Source: an optimization exercise on an open RTL-to-GDS flow (aim: small area and a short achievable clock period). Production flows keep margins and buffers that such runs may drop.
At most, simulation tests tie the RTL to the original design; equivalence was not proved.
Power is estimated from default activity; no workload was simulated.

== nickel ==
// tdisto_accum
module tdisto_accum (
  input  logic        clk,
  input  logic        rst_n,
  input  logic        start,
  input  logic [15:0] tlambda,
  input  logic [31:0] sum_a,
  input  logic        done_a,
  input  logic [31:0] sum_b,
  input  logic        done_b,
  output logic        busy,
  output logic [31:0] disto,
  output logic        disto_valid,
  output logic        err
);
For scale: ~1,700 cells after synthesis, ~120 I/O pins, ~16,000 sq um of cells after synthesis.
clock: 7.0 ns
lec_check: 0
cap_margin: 20
core_margin: 2
core_utilization: 60
cts_buf_list: sky130_fd_sc_hd__clkbuf_4
setup_slack_margin: 2.5
slew_margin: 20
standard.sh (not shown) runs the stock make flow with config.mk's settings and CLKGATE_MAP_FILE= SYNTH_SCRIPT=/design/flow/synth_recipe.tcl, a recipe that flattens the netlist after the stock synthesis.
==> flow/flow/run.sh <==
#!/bin/bash
# The standard layout, with plain buffers on the ports instead of the
# delay-cell buffers that buffer_ports picks by default.
set -euo pipefail
export BUFFER_PORTS_ARGS="-buffer_cell sky130_fd_sc_hd__buf_1"
bash standard.sh finish > standard_flow.log 2>&1
nickel | stages: all done | timing, DRC, antenna: all pass
Relative to nickel, the following input files were edited for garnet:
- ABC_AREA now 1, previously not set
- CTS_BUF_LIST no longer set, was sky130_fd_sc_hd__clkbuf_4
==> flow/run.sh (new file) <==
#!/bin/bash
# synth_recipe.tcl (not shown) runs the flow's synth.tcl, then flattens the netlist and writes it again
# the make line also repeats each setting of config.mk as NAME=value (left out here)
make -C /OpenROAD-flow-scripts/flow DESIGN_CONFIG=/design/flow/config.mk WORK_HOME=/design/flow/orfs CLKGATE_MAP_FILE= SYNTH_SCRIPT=/design/flow/synth_recipe.tcl finish
removed: flow/flow/run.sh
removed: flow/standard.sh
Proportion of synthesized area in mux cells ends up lower on garnet.
garnet vs. nickel: met2 usage has increased, setup slack at placement up 320 ps, critical path depth up 2.
Lower growth of design area from synthesis to finish was reported by nickel, not garnet.
nickel → garnet: die area +7.0%, placed cell count now larger, total non-filler cell area in the finished layout rose 1600 sq um, wire length per cell after detailed routing went up about 7%, clock period minus worst slack went down.
Relative to nickel, the timing-limited maximum frequency of garnet is higher by 2.2%.
garnet reports its most common library cell in the layout ignoring fill and taps as sky130_fd_sc_hd__nand2_1 while nickel reports sky130_fd_sc_hd__dfxtp_1.
### garnet -> harbor
- a change of SETUP_SLACK_MARGIN from 2.5 to 3.5
- a deleted ABC_AREA that had been 1
Results
- Re wire length on met1: harbor and garnet aren't equal, and the lower value belongs to harbor.
- Total met3 wirelength after detailed routing | harbor below garnet
- Summary: with garnet as the reference, met2 wirelength from detailed routing in harbor moved down by a few percent.
- Delta (harbor minus garnet): logic depth of the worst register-to-register path went down; logic gate share of total power up 4.4 points; final cell count decreased 453; power up 15%; maximum fanout count along the critical path increased 6.
The following lists how amber was set up differently from harbor:
- SETUP_SLACK_MARGIN: 3.5 -> 2.5
==> flow/flow/run.sh (new file) <==
#!/bin/bash
# The standard layout, with plain buffers on the ports instead of the
# delay-cell buffers that buffer_ports picks by default.
set -euo pipefail
export BUFFER_PORTS_ARGS="-buffer_cell sky130_fd_sc_hd__buf_1"
bash standard.sh finish > standard_flow.log 2>&1
==> flow/standard.sh (new file) <==
#!/bin/bash
# synth_recipe.tcl (not shown) runs the flow's synth.tcl, then flattens the netlist and writes it again
# the make line also repeats each setting of config.mk as NAME=value (left out here)
make -C /OpenROAD-flow-scripts/flow DESIGN_CONFIG=/design/flow/config.mk WORK_HOME=/design/flow/orfs CLKGATE_MAP_FILE= SYNTH_SCRIPT=/design/flow/synth_recipe.tcl "${@:-finish}"
removed: flow/run.sh
==> comparison <==
From harbor to amber, top-level I/O count did not move at all. The estimated power of amber ends up lower than the estimate for harbor. Between harbor and amber, the flow reports routed wire length decreasing by more than 10%. amber gives more time the final worst path needs with I/O delays and setup than harbor did. In amber the relative contribution of sequential cells to total power turned out 3.8 points higher than in harbor.
Changes in zinc relative to amber:
- an added CTS_BUF_LIST of sky130_fd_sc_hd__clkbuf_8
### Flow results
The flow did not stop early for zinc: all stages ran, and the layout cleared the timing, design-rule and antenna checks. zinc against amber: length of routed met2 wiring went down by 110 um; clock-pin slew of the registers on the worst-case setup and hold paths did not really move; non-clock buffer count -1.2%; area of the multi-input gates increased by 44 sq um relative to the old numbers. The termination of the worst setup path comes out r_q[31] in one run and r_q[29] in the other, namely in amber and zinc respectively. zinc improves on amber in fmax. zinc does better than amber on overall power of the completed layout.
Input changes introduced in violet (baseline for comparison: zinc):
- CTS_BUF_LIST: sky130_fd_sc_hd__clkbuf_8 -> unset
==> flow/run.sh (new file) <==
#!/bin/bash
# synth_recipe.tcl (not shown) runs the flow's synth.tcl, then flattens the netlist and writes it again
# the make line also repeats each setting of config.mk as NAME=value (left out here)
make -C /OpenROAD-flow-scripts/flow DESIGN_CONFIG=/design/flow/config.mk WORK_HOME=/design/flow/orfs CLKGATE_MAP_FILE= SYNTH_SCRIPT=/design/flow/synth_recipe.tcl finish
removed: flow/flow/run.sh
removed: flow/standard.sh
--- outcome ---
- violet vs zinc, post-detailed-route wirelength per cell went up by 6.3%.
- | area occupied by registers | violet vs zinc | ≈ equal |
- Comparing zinc and violet, the higher critical path depth was measured on violet.
- Changes observed in violet relative to zinc: worst hold slack has remained practically unchanged; final area higher; share of total power consumed by net switching down 1.0 points.
Function was not checked in any run of this note: the RTL went through the layout flow alone.

tdisto_accum, a different RTL version from the one above (not shown whole).
Size: ~1,800 cells after synthesis, roughly 120 I/O pins.
export LEC_CHECK = 0
export CAP_MARGIN = 20
export CORE_MARGIN = 2
export CORE_UTILIZATION = 60
export SETUP_SLACK_MARGIN = 2.7
export SLEW_MARGIN = 20
create_clock -name core_clock -period 7.0 [get_ports {clk}]
==> flow/flow/run.sh <==
#!/bin/bash
# The standard layout, with plain buffers on the ports instead of the
# delay-cell buffers that buffer_ports picks by default.
set -euo pipefail
export BUFFER_PORTS_ARGS="-buffer_cell sky130_fd_sc_hd__buf_1"
bash standard.sh finish > standard_flow.log 2>&1
The starting point passed the timing, design-rule and antenna checks.
Edit:
- GPL_ROUTABILITY_DRIVEN: default -> 0
- SETUP_SLACK_MARGIN: 2.7 -> 2.8
Outcome:
- core utilization goes up by 1.4 points
- sequential share of layout area goes down by 0.32 points
- cell area goes up by 2.1%
- global-route usage goes down by 0.91 points
- sequential cell count is unchanged
- via count goes down by 0.46%
- clock-buffer cell count is unchanged
- die area does not change
Edit:
- GPL_ROUTABILITY_DRIVEN: 0 -> default
- SETUP_SLACK_MARGIN: 2.8 -> 2.5
Result: Global-route usage stays flat; final area came out lower by 4.1%; worst setup slack got worse by 91 ps; synthesized cell count is unchanged; cell count shrinks by 1.5%; fmax went down by 2.1%; hold slack loses 6.2 ps; wire length went down by 1.1%; utilization drops by 2.9 points; sequential power hardly moves.
Edit:
- SETUP_SLACK_MARGIN: 2.5 -> 3.0
The new run ran to the end with no violations.
Cell count rises by a few percent.
Non-clock buffer count rises by 51.
Die area does not change.
Fmax rises by a few percent.
Routed wire length rises by a few percent.
Sequential power barely changes.
Clock skew rises by 5.0 ps.
Clock-buffer cell count rises by 1.
Power rises by about a fifth.
Edit:
- CTS_CLUSTER_DIAMETER: default -> 120
- CTS_CLUSTER_SIZE: default -> 30
- SETUP_SLACK_MARGIN: 3.0 -> 2.5
After rerunning: Core utilization is lower by 5.5 points. Setup slack got worse by 150 ps. First-iteration DRC count came out lower by 15%. Clock power came out higher by about 6%. Critical path depth falls by 2. Global-route usage went down by 0.85 points. Register-to-register slack got worse by 150 ps. Non-clock buffer count went down by 51.
Edit:
- CTS_CLUSTER_DIAMETER: 120 -> default
- CTS_CLUSTER_SIZE: 30 -> default
- SETUP_SLACK_MARGIN: 2.5 -> 2.8
=> The new run completed without violations; first-iteration DRC count grows by 2.0%; routed wire length grows by 1.6%; fmax grows by 3.0%; final cell count grows by 1.1%; via count is about the same; sequential share of layout area shrinks by 0.35 points; utilization grows by 1.6 points; sequential power barely changes; worst hold slack hardly moves; count of clock-buffer cells in the layout is unchanged; critical path depth does not change.

tdisto_accum, a different RTL version from the one above (not shown whole).
For scale: roughly 17000 um^2 of cells after synthesis.
Settings: LEC_CHECK=0, ABC_AREA=1, CAP_MARGIN=20, CORE_MARGIN=2, CORE_UTILIZATION=60, SETUP_SLACK_MARGIN=2.5, SLEW_MARGIN=20; clock period 7.0 ns.
Scripts as last shown in full above: flow/flow/run.sh
The first run finished with timing, DRC and antenna clean.
==> next run, changes <==
ABC_AREA = default   (was 1)
PLACE_DENSITY = 0.75   (was default)
After rerunning: Synthesized area came out lower by about 10%; total power came out lower by about 9%; synthesized cell count goes down by about 28%.
==> next run, changes <==
PLACE_DENSITY = default   (was 0.75)
What happened: Power stays flat. Routed wire length came out lower by a few percent. Fmax came out higher by a few percent.

Setup of oak:
tdisto_accum, a different RTL version from the one above (not shown whole).
For scale: ~1800 cells after synthesis, ~190 flip-flops, ~120 I/O pins, about 16000 sq um of cells after synthesis.
## tdisto_accum
module tdisto_accum (
  input  logic        clk,
  input  logic        rst_n,
  input  logic        start,
  input  logic [15:0] tlambda,
  input  logic [31:0] sum_a,
  input  logic        done_a,
  input  logic [31:0] sum_b,
  input  logic        done_b,
  output logic        busy,
  output logic [31:0] disto,
  output logic        disto_valid,
  output logic        err
);
clock: 7.0 ns
lec_check: 0
cap_margin: 20
core_margin: 2
core_utilization: 85
setup_slack_margin: 2.5
slew_margin: 20
Scripts as last shown in full above: flow/flow/run.sh
global routing (5_1_grt): oak exited with error
The following lists how pine was set up differently from oak:
- swapping 85 for 75 in CORE_UTILIZATION
## What came out
pine: no failed stages, no open violations at the end. oak -> pine: buffers inserted during post-CTS setup optimization decreased by a few percent. Summary of pine over oak: overall die height now sits higher; instance area after placement now sits at about the same level. pine -> oak: post-synthesis compound-gate area fraction flat. Delta(placement-stage worst setup slack, pine - oak) < 0. The die extent in x number comes out higher for pine vs oak. Going from oak to pine, cell count after synthesis did not really move; area after synthesis did not really move; number of instances in the placed design went up.
--- input diff pine..birch ---
- CORE_UTILIZATION: 75 -> 60
==> flow/run.sh (new file) <==
#!/bin/bash
# synth_recipe.tcl (not shown) runs the flow's synth.tcl, then flattens the netlist and writes it again
# the make line also repeats each setting of config.mk as NAME=value (left out here)
make -C /OpenROAD-flow-scripts/flow DESIGN_CONFIG=/design/flow/config.mk WORK_HOME=/design/flow/orfs CLKGATE_MAP_FILE= SYNTH_SCRIPT=/design/flow/synth_recipe.tcl finish
removed: flow/flow/run.sh
removed: flow/standard.sh
### Flow results
Of birch and pine, it is birch that has the higher setup slack.
Of birch and pine, the lower layout clock buffer count belongs to pine.
In birch, the number of buffers and inverters on the critical path came out 2 above the value in pine.
Looking at wire length of the first global-routing pass, birch sits below pine.
Going from pine to birch, routed via count now smaller, share of the core filled with cells in the final layout now smaller, count of plain and timing-repair buffers now smaller.
Clock power share ended up 0.8 points higher on birch than on pine.
birch vs pine: required time of the worst setup path up in birch
[inputs] maple vs birch
==> flow/flow/run.sh (new file) <==
#!/bin/bash
# The standard layout, with plain buffers on the ports instead of the
# delay-cell buffers that buffer_ports picks by default.
set -euo pipefail
export BUFFER_PORTS_ARGS="-buffer_cell sky130_fd_sc_hd__buf_1"
bash standard.sh finish > standard_flow.log 2>&1
==> flow/standard.sh (new file) <==
#!/bin/bash
# synth_recipe.tcl (not shown) runs the flow's synth.tcl, then flattens the netlist and writes it again
# the make line also repeats each setting of config.mk as NAME=value (left out here)
make -C /OpenROAD-flow-scripts/flow DESIGN_CONFIG=/design/flow/config.mk WORK_HOME=/design/flow/orfs CLKGATE_MAP_FILE= SYNTH_SCRIPT=/design/flow/synth_recipe.tcl "${@:-finish}"
removed: flow/run.sh
### Flow results
- birch → maple: part of the power in the clock network went up, via count dropped 1.9%, overall global routing resource usage went up 0.26 points, combinational power has decreased.
- Compared with birch, maple ends up with a smaller final cell area.
- The final worst slack of maple was superior to that of birch.
- The time the final worst path needs with I/O delays and setup of maple was superior to that of birch.

RTL: one of the versions met above, not the one the previous note started from.
Size: about 150 flip-flops, about 15,000 µm² of cells after synthesis.
export LEC_CHECK = 0
export CAP_MARGIN = 20
export CORE_MARGIN = 2
export CORE_UTILIZATION = 60
export SETUP_SLACK_MARGIN = 3.2
export SLEW_MARGIN = 20
create_clock -name core_clock -period 7.0 [get_ports {clk}]
==> flow/flow/run.sh <==
#!/bin/bash
# The standard layout, with plain buffers on the ports instead of the
# delay-cell buffers that buffer_ports picks by default.
set -euo pipefail
export BUFFER_PORTS_ARGS="-buffer_cell sky130_fd_sc_hd__buf_1"
bash standard.sh finish > standard_flow.log 2>&1
The first run ran to the end with no violations.
==> next run, changes <==
--- a/flow/config.mk
+++ b/flow/config.mk
@@ -9,4 +9,4 @@
 export CORE_MARGIN = 2
-export CORE_UTILIZATION = 60
-export SETUP_SLACK_MARGIN = 3.2
+export CORE_UTILIZATION = 50
+export SETUP_SLACK_MARGIN = 2.8
 export SLEW_MARGIN = 20
Result:
- design area went down by about 7%
- final cell count went up by 0.91%
- sequential share of layout area went up by 1.2 points
- clock-buffer cell count does not change
- global-route usage went down by 6.7 points
- area after synthesis does not change
- flip-flop and latch count is unchanged
==> next run, changes <==
--- a/flow/config.mk
+++ b/flow/config.mk
@@ -9,4 +9,4 @@
 export CORE_MARGIN = 2
-export CORE_UTILIZATION = 50
-export SETUP_SLACK_MARGIN = 2.8
+export CORE_UTILIZATION = 60
+export SETUP_SLACK_MARGIN = 2.6
 export SLEW_MARGIN = 20
Non-clock buffer count falls by 25.
Final cell count falls by 3.7%.
Routed wire length falls by 5.3%.
Total power falls by 2.2%.
Core utilization rises by 8.9 points.

-- static timing again, ports no longer ideal --
No port has a modelled driver above. Below, the same layouts with a new extraction and two added sets of constraints. Step 1: set_driving_cell puts a clkbuf_16 on clk and a buf_2 on each other input, an assumption about the parent block. Step 2 moves the port delays by t, midway between the first and last clock arrival at a register: inputs arrive t later, outputs are due t later. That takes back most of the time a late clock gives input paths. a / b / c = ideal ports / drivers / drivers and shift; a / b = the first two.
run | t (ns) | setup slack, ns | hold slack, ns | latest minus earliest clock arrival (ns) | slew at the worst register clock pin (ns)
nickel | 0.714 | 2.509 / 2.509 / 2.020 | 0.420 / 0.420 / 0.420 | 0.071 / 0.072 | 0.07 / 0.07
garnet | 0.610 | 2.606 / 2.606 / 2.136 | 0.475 / 0.475 / 0.475 | 0.011 / 0.010 | 0.07 / 0.07
harbor | 0.605 | 2.696 / 2.696 / 2.582 | 0.441 / 0.441 / 0.441 | 0.018 / 0.017 | 0.07 / 0.07
amber | 0.581 | 2.468 / 2.468 / 2.220 | 0.426 / 0.426 / 0.426 | 0.017 / 0.017 | 0.06 / 0.06
zinc | 0.588 | 2.501 / 2.501 / 2.235 | 0.425 / 0.425 / 0.425 | 0.025 / 0.026 | 0.07 / 0.07
violet | 0.597 | 2.619 / 2.619 / 2.065 | 0.423 / 0.423 / 0.423 | 0.014 / 0.013 | 0.06 / 0.06
the first run of note 2 | 0.496 | 2.754 / 2.754 / 2.577 | 0.455 / 0.455 / 0.455 | 0.014 / 0.014 | 0.08 / 0.08
the second run of note 2 | 0.498 | 2.781 / 2.781 / 2.593 | 0.457 / 0.457 / 0.457 | 0.012 / 0.012 | 0.08 / 0.08
the third run of note 2 | 0.493 | 2.690 / 2.690 / 2.497 | 0.450 / 0.450 / 0.450 | 0.016 / 0.016 | 0.08 / 0.08
the fourth run of note 2 | 0.493 | 2.836 / 2.836 / 2.572 | 0.456 / 0.456 / 0.456 | 0.021 / 0.021 | 0.08 / 0.08
the fifth run of note 2 | 0.493 | 2.690 / 2.690 / 2.497 | 0.450 / 0.450 / 0.450 | 0.016 / 0.016 | 0.08 / 0.08
the sixth run of note 2 | 0.484 | 2.817 / 2.817 / 2.613 | 0.453 / 0.453 / 0.453 | 0.010 / 0.010 | 0.08 / 0.08
the first run of note 3 | 0.579 | 2.727 / 2.727 / 2.727 | 0.481 / 0.481 / 0.481 | 0.015 / 0.016 | 0.06 / 0.06
the second run of note 3 | 0.569 | 2.445 / 2.445 / 2.372 | 0.473 / 0.473 / 0.473 | 0.013 / 0.013 | 0.07 / 0.07
the third run of note 3 | 0.586 | 2.545 / 2.545 / 2.362 | 0.480 / 0.480 / 0.480 | 0.015 / 0.014 | 0.07 / 0.07
pine | 0.499 | 2.039 / 2.039 / 2.039 | 0.489 / 0.489 / 0.489 | 0.029 / 0.029 | 0.10 / 0.10
birch | 0.498 | 2.442 / 2.442 / 2.191 | 0.484 / 0.484 / 0.484 | 0.021 / 0.021 | 0.09 / 0.09
maple | 0.493 | 2.451 / 2.451 / 2.207 | 0.482 / 0.482 / 0.482 | 0.021 / 0.021 | 0.09 / 0.09
the first run of note 5 | 0.496 | 2.692 / 2.692 / 2.539 | 0.476 / 0.476 / 0.476 | 0.014 / 0.014 | 0.08 / 0.08
the second run of note 5 | 0.504 | 2.838 / 2.838 / 2.571 | 0.448 / 0.448 / 0.448 | 0.010 / 0.010 | 0.07 / 0.07
the third run of note 5 | 0.492 | 2.687 / 2.687 / 2.522 | 0.451 / 0.451 / 0.451 | 0.014 / 0.014 | 0.08 / 0.08
After both steps every run listed still meets setup and hold. The setup slack of violet, which loses most, moves by 0.000 ns with the drivers and by -0.554 ns with both steps.
